This is an optimization exercise on Yosys and OpenROAD, whose aim is small area, not a production implementation. Function was checked by simulation only, so behaviour that the tests miss may differ from the original.

`design/flow/config.mk`:
```
export PLATFORM = sky130hd
export DESIGN_NAME = dram_address_mapper_core
export DESIGN_NICKNAME = dram_address_mapper_core
export VERILOG_FILES = /design/flow/design.v
export SDC_FILE = /design/flow/constraint.sdc
export NUM_CORES = 4
export LEC_CHECK = 0
export CAP_MARGIN = 20
export CORE_MARGIN = 2
export CORE_UTILIZATION = 40
export SLEW_MARGIN = 20
```
`design/flow/constraint.sdc`:
```
create_clock -name core_clock -period 7.5 [get_ports {clk}]
set_input_delay 1.5000 -clock core_clock [delete_from_list [all_inputs] [get_ports {clk}]]
set_output_delay 1.5000 -clock core_clock [all_outputs]
set_load 0.01 [all_outputs]
```
`design/flow/design.v`:
```
package dam_pkg;
	localparam int CFG_IDX_W  = 3;
	localparam int CFG_DATA_W = 5;
	localparam int POS_W = 7;
	typedef enum logic [CFG_IDX_W-1:0] {
		REG_MAPPING_MODE   = 3'd0,
		REG_MOP_LOG2       = 3'd1,
		REG_PERMUTE_ENABLE = 3'd2,
		REG_CHANNEL_BITS   = 3'd3,
		REG_BANKGROUP_BITS = 3'd4,
		REG_BANK_BITS      = 3'd5,
		REG_COLUMN_BITS    = 3'd6,
		REG_CACHE_SET_BITS = 3'd7
	} reg_idx_t;
	localparam logic MAP_MOP = 1'b0;
	localparam logic MAP_ZEN = 1'b1;
	localparam logic REQ_DECODE  = 1'b0;
	localparam logic REQ_REWRITE = 1'b1;
	typedef struct packed {
		logic       mapping_mode;
		logic [3:0] mop_log2;
		logic       permute_enable;
		logic [2:0] channel_bits;
		logic [2:0] bankgroup_bits;
		logic [2:0] bank_bits;
		logic [3:0] column_bits;
		logic [4:0] cache_set_bits;
	} cfg_t;
	typedef struct packed {
		logic        req_type;
		logic [63:0] address;
		logic [7:0]  new_bank_index;
	} req_t;
	typedef struct packed {
		logic [3:0]  channel;
		logic [3:0]  bankgroup;
		logic [3:0]  bank;
		logic [15:0] row;
		logic [7:0]  flat_bank;
		logic [63:0] rewritten_address;
	} rsp_t;
	function automatic logic [7:0] low_mask8(input logic [2:0] w);
		logic [8:0] one;
		logic [8:0] msk;
		one = 9'd1 << w;
		msk = one - 9'd1;
		low_mask8 = msk[7:0];
	endfunction
	function automatic logic [15:0] low_mask16(input logic [3:0] w);
		logic [16:0] one;
		logic [16:0] msk;
		one = 17'd1 << w;
		msk = one - 17'd1;
		low_mask16 = msk[15:0];
	endfunction
endpackage
module dam_cfg_regs (
	input  logic                         clk,
	input  logic                         arst_n,
	input  logic                         cfg_we,
	input  logic [dam_pkg::CFG_IDX_W-1:0]  cfg_index,
	input  logic [dam_pkg::CFG_DATA_W-1:0] cfg_wdata,
	output dam_pkg::cfg_t                cfg
);
	dam_pkg::cfg_t cfg_q;
	always_ff @(posedge clk or negedge arst_n) begin
		if (!arst_n) begin
			cfg_q.mapping_mode   <= dam_pkg::MAP_MOP;
			cfg_q.mop_log2       <= 4'd2;
			cfg_q.permute_enable <= 1'b0;
			cfg_q.channel_bits   <= 3'd1;
			cfg_q.bankgroup_bits <= 3'd2;
			cfg_q.bank_bits      <= 3'd2;
			cfg_q.column_bits    <= 4'd7;
			cfg_q.cache_set_bits <= 5'd11;
		end else if (cfg_we) begin
			case (cfg_index)
				dam_pkg::REG_MAPPING_MODE:   cfg_q.mapping_mode   <= cfg_wdata[0];
				dam_pkg::REG_MOP_LOG2:       cfg_q.mop_log2       <= cfg_wdata[3:0];
				dam_pkg::REG_PERMUTE_ENABLE: cfg_q.permute_enable <= cfg_wdata[0];
				dam_pkg::REG_CHANNEL_BITS:   cfg_q.channel_bits   <= cfg_wdata[2:0];
				dam_pkg::REG_BANKGROUP_BITS: cfg_q.bankgroup_bits <= cfg_wdata[2:0];
				dam_pkg::REG_BANK_BITS:      cfg_q.bank_bits      <= cfg_wdata[2:0];
				dam_pkg::REG_COLUMN_BITS:    cfg_q.column_bits    <= cfg_wdata[3:0];
				dam_pkg::REG_CACHE_SET_BITS: cfg_q.cache_set_bits <= cfg_wdata[4:0];
				default: ;
			endcase
		end
	end
	assign cfg = cfg_q;
endmodule
module dam_map_logic #(
	parameter int BLOCK_OFFSET_BITS = 6,
	parameter int ROW_BITS          = 16
) (
	input  dam_pkg::cfg_t cfg,
	input  dam_pkg::req_t req,
	output dam_pkg::rsp_t rsp
);
	localparam logic [dam_pkg::POS_W-1:0] BLK = dam_pkg::POS_W'(BLOCK_OFFSET_BITS);
	localparam logic [63:0] ROW_MASK = (64'd1 << ROW_BITS) - 64'd1;
	logic [dam_pkg::POS_W-1:0] ch_pos, bg_pos, ba_pos, row_pos, perm_pos, permb_pos;
	logic [63:0] ch_sh, bg_sh, ba_sh, row_sh, pbg_sh, pba_sh;
	logic [7:0]  ch_v, bg_v, ba_v, flat_sh;
	logic [63:0] row_v;
	logic [3:0]  n_bits;
	logic [15:0] n_mask;
	logic [63:0] clr_mask, ins_bits;
	always_comb begin
		case (cfg.mapping_mode)
			dam_pkg::MAP_MOP: begin
				ch_pos = dam_pkg::POS_W'(cfg.mop_log2);
				bg_pos = dam_pkg::POS_W'(cfg.mop_log2) + dam_pkg::POS_W'(cfg.channel_bits);
			end
			dam_pkg::MAP_ZEN: begin
				ch_pos = '0;
				bg_pos = dam_pkg::POS_W'(cfg.channel_bits) + dam_pkg::POS_W'(1);
			end
			default: begin
				ch_pos = '0;
				bg_pos = '0;
			end
		endcase
		ba_pos  = bg_pos + dam_pkg::POS_W'(cfg.bankgroup_bits);
		row_pos = dam_pkg::POS_W'(cfg.channel_bits) + dam_pkg::POS_W'(cfg.bankgroup_bits)
			+ dam_pkg::POS_W'(cfg.bank_bits) + dam_pkg::POS_W'(cfg.column_bits);
		perm_pos  = dam_pkg::POS_W'(cfg.cache_set_bits) + BLK;
		permb_pos = perm_pos + dam_pkg::POS_W'(cfg.bankgroup_bits);
	end
	assign ch_sh  = req.address >> (ch_pos + BLK);
	assign bg_sh  = req.address >> (bg_pos + BLK);
	assign ba_sh  = req.address >> (ba_pos + BLK);
	assign row_sh = req.address >> (row_pos + BLK);
	assign pbg_sh = req.address >> perm_pos;
	assign pba_sh = req.address >> permb_pos;
	always_comb begin
		ch_v = ch_sh[7:0] & dam_pkg::low_mask8(cfg.channel_bits);
		bg_v = bg_sh[7:0] & dam_pkg::low_mask8(cfg.bankgroup_bits);
		ba_v = ba_sh[7:0] & dam_pkg::low_mask8(cfg.bank_bits);
		if (cfg.permute_enable) begin
			bg_v = bg_v ^ (pbg_sh[7:0] & dam_pkg::low_mask8(cfg.bankgroup_bits));
			ba_v = ba_v ^ (pba_sh[7:0] & dam_pkg::low_mask8(cfg.bank_bits));
		end
		row_v   = row_sh & ROW_MASK;
		flat_sh = bg_v << cfg.bank_bits;
	end
	assign n_bits   = 4'(cfg.bankgroup_bits) + 4'(cfg.bank_bits);
	assign n_mask   = dam_pkg::low_mask16(n_bits);
	assign clr_mask = {48'd0, n_mask} << (bg_pos + BLK);
	assign ins_bits = {56'd0, req.new_bank_index & n_mask[7:0]} << (bg_pos + BLK);
	always_comb begin
		rsp.channel   = ch_v[3:0];
		rsp.bankgroup = bg_v[3:0];
		rsp.bank      = ba_v[3:0];
		rsp.row       = row_v[15:0];
		rsp.flat_bank = flat_sh + ba_v;
		if (req.req_type == dam_pkg::REQ_REWRITE) begin
			rsp.rewritten_address = (req.address & ~clr_mask) | ins_bits;
		end else begin
			rsp.rewritten_address = '0;
		end
	end
endmodule
module dram_address_mapper_core #(
	parameter int BLOCK_OFFSET_BITS = 6,
	parameter int ROW_BITS          = 16
) (
	input  logic                           clk,
	input  logic                           arst_n,
	input  logic                           req_valid,
	output logic                           req_ready,
	input  logic                           req_type,
	input  logic [63:0]                    req_address,
	input  logic [7:0]                     req_new_bank_index,
	output logic                           rsp_valid,
	input  logic                           rsp_ready,
	output logic [3:0]                     rsp_channel,
	output logic [3:0]                     rsp_bankgroup,
	output logic [3:0]                     rsp_bank,
	output logic [15:0]                    rsp_row,
	output logic [7:0]                     rsp_flat_bank,
	output logic [63:0]                    rsp_rewritten_address,
	input  logic                           cfg_we,
	input  logic [dam_pkg::CFG_IDX_W-1:0]  cfg_index,
	input  logic [dam_pkg::CFG_DATA_W-1:0] cfg_wdata
);
	dam_pkg::cfg_t cfg;
	dam_pkg::req_t req_s1;
	dam_pkg::rsp_t map_rsp;
	dam_pkg::rsp_t rsp_s2;
	logic          valid_s1;
	logic          valid_s2;
	logic          advance;
	dam_cfg_regs u_cfg (
		.clk       (clk),
		.arst_n    (arst_n),
		.cfg_we    (cfg_we),
		.cfg_index (cfg_index),
		.cfg_wdata (cfg_wdata),
		.cfg       (cfg)
	);
	assign advance   = !valid_s2 || rsp_ready;
	assign req_ready = !valid_s1 || advance;
	always_ff @(posedge clk or negedge arst_n) begin
		if (!arst_n) begin
			valid_s1 <= 1'b0;
		end else if (req_ready) begin
			valid_s1 <= req_valid;
		end
	end
	always_ff @(posedge clk) begin
		if (req_valid && req_ready) begin
			req_s1.req_type       <= req_type;
			req_s1.address        <= req_address;
			req_s1.new_bank_index <= req_new_bank_index;
		end
	end
	dam_map_logic #(
		.BLOCK_OFFSET_BITS (BLOCK_OFFSET_BITS),
		.ROW_BITS          (ROW_BITS)
	) u_map (
		.cfg (cfg),
		.req (req_s1),
		.rsp (map_rsp)
	);
	always_ff @(posedge clk or negedge arst_n) begin
		if (!arst_n) begin
			valid_s2 <= 1'b0;
		end else if (advance) begin
			valid_s2 <= valid_s1;
		end
	end
	always_ff @(posedge clk) begin
		if (advance && valid_s1) begin
			rsp_s2 <= map_rsp;
		end
	end
	assign rsp_valid             = valid_s2;
	assign rsp_channel           = rsp_s2.channel;
	assign rsp_bankgroup         = rsp_s2.bankgroup;
	assign rsp_bank              = rsp_s2.bank;
	assign rsp_row               = rsp_s2.row;
	assign rsp_flat_bank         = rsp_s2.flat_bank;
	assign rsp_rewritten_address = rsp_s2.rewritten_address;
endmodule
```
`design/flow/run.sh`:
```
#!/bin/bash
# synth_recipe.tcl (not shown) runs the flow's synth.tcl, then flattens the netlist and writes it again
# the make line also repeats each setting of config.mk as NAME=value (left out here)
make -C /OpenROAD-flow-scripts/flow DESIGN_CONFIG=/design/flow/config.mk WORK_HOME=/design/flow/orfs CLKGATE_MAP_FILE= SYNTH_SCRIPT=/design/flow/synth_recipe.tcl finish
```
==> impl_table.tex <==
\begin{tabular}{lr}
\hline
Metric & Value \\
\hline
\multicolumn{2}{l}{\textbf{Outcome}} \\
\quad Status & finished clean \\
\multicolumn{2}{l}{\textbf{Place}} \\
\quad Quantity of I/O buffers inserted on ports & about 190 \\
\quad Cells after DPL & between 3000 and 4000 \\
\quad Place WS & approximately 0.099 ns \\
\quad RePlAce Congestion & 1.009 \\
\quad Placed standard-cell area & 26020 um2 \\
\quad Post-detail-place hpwl & $\sim$71 mm \\
\multicolumn{2}{l}{\textbf{Layout}} \\
\quad Utilization of the core after routing & 46.31\% \\
\quad Area growth from synthesis to final layout & 14.66\% \\
\quad Fraction of final layout cells sized beyond drive strength 1 & 20.26\% \\
\quad Layout net count & about 2600 \\
\quad Non-filler instance count after layout & 3259 \\
\quad Fillers & between 5000 and 6000 \\
\quad Final design area excluding fillers & 26720 um2 \\
\multicolumn{2}{l}{\textbf{Synthesis}} \\
\quad Mapped Area & 23300 um2 \\
\quad Sequential cell area fraction in the yosys report & 25.14\% \\
\quad Distinct cells, synth & 95 \\
\quad FF+latch count, synth & 199 \\
\quad Post-synthesis instance total & between 2000 and 2500 \\
\quad Post-synthesis average cell area & roughly 9.6 um2 \\
\quad Fraction of the mapped netlist area in simple logic gates & 12.32\% \\
\quad Combinational family with the most area after synthesis & multiplexers \\
\quad Xor and xnor fraction of the mapped netlist area & 1.493\% \\
\quad Post-synthesis adder-cell area fraction & 3.189\% \\
\quad EDFF count, synth & between 150 and 200 \\
\quad Async set-reset flop share out of synthesis & 13.07\% \\
\quad Flip-flop cell with the highest count after synthesis & edfxtp\_1 \\
\quad Multiplexer area fraction after synthesis & 33.65\% \\
\quad Syn nets & 2566 \\
\quad Compound-cell area share of the yosys netlist & around 18\% \\
\quad Synth Warn \# & 3 \\
\multicolumn{2}{l}{\textbf{STA}} \\
\quad Tightest hold margin & 0.5029 ns \\
\quad Setup TNS Final & 0 ns \\
\quad Final Hold Vio Count & 0 \\
\quad Worst-Margin Slew & 1.190 ns \\
\quad Number of endpoints failing setup at the final stage & 0 \\
\quad Post-route setup slack & 0.3695 ns \\
\quad Pins over their slew limit & 0 \\
\quad Max Clock Freq & 140.2 MHz \\
\quad Max Clock Skew & between 0.015 and 0.02 ns \\
\quad Worst slew margin relative to its limit & about a fifth \\
\quad Setup repair after global routing missed its margin & no \\
\quad Clock period minus final worst setup slack & between 7 and 8 ns \\
\quad Crit share post-route & 95.07\% \\
\multicolumn{2}{l}{\textbf{Route}} \\
\quad Number of DRC violations after detailed-routing iteration 0 & 3130 \\
\quad Post-route DRC & 0 \\
\quad Post-detailed-route via-to-cell ratio & around 6.8 \\
\quad Number of routed nets with antenna violations & 0 \\
\quad Sum of routed wire length over all layers & a little over 100 mm \\
\quad Wirelength per Cell & 31.41 um \\
\quad Via count & roughly 22000 \\
\quad First-pass iteration count of the detailed router & 8 \\
\multicolumn{2}{l}{\textbf{Die}} \\
\quad Die area & approximately 60000 um2 \\
\quad Initial Utilization & 40.39\% \\
\quad DIE WIDTH & 245.4 um \\
\quad Height of the die & 245.4 um \\
\quad I/O pin total & 188 \\
\quad Floorplan core area & around 58000 um2 \\
\quad Number of cell rows & 88 \\
\multicolumn{2}{l}{\textbf{GRT}} \\
\quad Most used routing layer & met2 \\
\quad Overflow left after global routing & 0 \\
\quad Number of antenna violations at the first check in global routing & 8 \\
\quad Via count of the first global-routing pass & 21600 \\
\quad Maximum number of pins on one net before global-route repair & 77 \\
\quad Global-route usage over all layers & between 30\% and 40\% \\
\quad Grt met2 use & 48.55\% \\
\quad Wire length of the first global-routing pass & 148.1 mm \\
\quad Global-route met3 utilization & 10.68\% \\
\quad Global-route track usage on met1 & between 40 and 50\% \\
\multicolumn{2}{l}{\textbf{CTS}} \\
\quad Number of buffers added to fix hold violations after cts & 0 \\
\quad Register clock-pin slew on the reported worst setup and hold paths & 0.09 ns \\
\quad Longest Clk Path Bufs & 2 \\
\quad H-Tree Depth & 4 \\
\quad Num CTS Buffers & 17 \\
\quad TritonCTS clock tree & yes \\
\quad Clock latency on the worst-skew pair & 0.52 ns \\
\quad Total clock sinks & 199 \\
\quad Root buf cell & clkbuf\_16 \\
\multicolumn{2}{l}{\textbf{Worst setup path}} \\
\quad Slowest stage delay, CP & between 0.6 and 0.7 ns \\
\quad CP startpoint kind & register \\
\quad Endpoint required time on the critical path & 7.76 ns \\
\quad Worst setup path category & register to register \\
\quad CP delay by family, top & adder cells \\
\quad Crit path DAT & 7.39 ns \\
\quad Worst-path fanout max & 24 \\
\quad Critical Path Sink Type & register \\
\quad CP bufs+invs & 3 \\
\quad Worst-path cell with the longest stage delay & dfstp\_2 \\
\multicolumn{2}{l}{\textbf{Worst hold path}} \\
\quad Path category of the worst min-delay check & register to register \\
\multicolumn{2}{l}{\textbf{Run}} \\
\quad Max Cap Violations & 0 \\
\hline
\end{tabular}
-- layer usage --
layer / up-vias / part of all wire [%]
met2: 1507 / 42
met4: 4 / 6.6
met3: 404 / 12
met5: - / 0.027
met1: 10930 / 40
li1: 9433 / -
-- registers in the layout, summed over array words and instances (netlist names) --
name,flops
rsp_s2,100
valid_s2,1
u_cfg.cfg_q,24
valid_s1,1
req_s1,73
-- logic make-up (layout without fill, tap and decap cells) --
kind of cell,count (synthesis),in the layout
buffers and inverters,327,392
adder cells (fa/ha/maj),53,53
AND/OR/NAND/NOR,638,638
XOR/XNOR,35,35
AO/OA/AOI/OAI,659,659
multiplexers,517,517
other,0,1
flip-flops,199,199
-- synth_stat cells, types with 22 or more instances --
library cell | instances | share of area [%]
ha_1 | 41 | 2.2
inv_1 | 40 | 0.64
nor2_1 | 170 | 2.7
nand3_1 | 44 | 0.94
nor2b_1 | 32 | 0.86
mux2_2 | 78 | 3.8
and3_1 | 22 | 0.59
nand2_1 | 259 | 4.2
mux4_2 | 205 | 20
buf_1 | 32 | 0.52
buf_2 | 41 | 0.88
a21oi_1 | 149 | 3.2
nor3_1 | 28 | 0.60
and2_1 | 27 | 0.72
a31oi_1 | 33 | 0.89
clkbuf_1 | 194 | 3.1
a21boi_0 | 22 | 0.71
mux2i_1 | 233 | 10
o21ai_0 | 168 | 3.6
a211oi_1 | 63 | 2.0
edfxtp_1 | 173 | 22
o211ai_1 | 42 | 1.4
-- worst paths after layout --
kind / startpoint / endpoint / slack [ns] / cells past startpoint
hold reg to reg: valid_s1 / valid_s2 / 0.50 / 1
setup reg to reg: u_cfg.cfg_q[15] / rsp_s2[71] / 0.37 / 26
setup / recovery: u_cfg.cfg_q[15] / rsp_s2[71] / 0.37 / 26
max in group asynchronous: arst_n / u_cfg.cfg_q[3] / 5.84 / 2
hold / removal: valid_s1 / valid_s2 / 0.50 / 1
min in group asynchronous: arst_n / u_cfg.cfg_q[12] / 1.35 / 2
-- what timing repair did --
item	CTS	global route
buffers inserted	0	0
resized for setup	0	5
hold endpoints to repair	0	0
endpoints found under the setup margin	0	2
-- area by class of cell --
cell class / instances / area (um2) / share of cell area, %
Clock inverter: 15 / 211.5 / 0.7914
Sequential cell: 199 / 5858 / 21.92
Clock buffer: 17 / 425.4 / 1.592
Timing Repair Buffer: 310 / 2795 / 10.46
Multi-Input combinational cell: 1902 / 16280 / 60.94
Antenna cell: 1 / 2.502 / 0.009365
Inverter: 50 / 187.7 / 0.7024
Tap cell: 765 / 957.2 / 3.582
-- placed cells by master, fill, tap and decap left out, drive strengths merged, types with 79 or more instances in the layout --
cell           Yosys  final
edfxtp           173    173
mux2              79     79
o21ai            172    172
mux4             205    205
clkdlybuf4s50      0    187
mux2i            233    233
nand2            261    261
nor2             174    174
buf               83    123
a21oi            151    151

==> what the ideal ports hide <==
The flow's constraints put no driver on any port. The routed layout listed below was extracted and timed again, unchanged, in two steps. Step 1: set_driving_cell puts a clkbuf_16 on clk and a buf_2 on each other input, an assumption about the parent block. Step 2 times the ports against the registers' clock, not the clock port: input delays grow and output delays shrink by t, the midpoint of the rising clock arrivals with the driver on. Three values: no drivers, after step 1, after step 2; two values: the first two.
shift t [ns]: 0.579
setup WS [ns]: 0.369 / 0.369 / 0.369
hold WS [ns]: 0.503 / 0.503 / 0.503
After both steps setup and hold are still met in this run. The setup slack of this run moves by 0.000 ns with the drivers and by 0.000 ns with both steps.
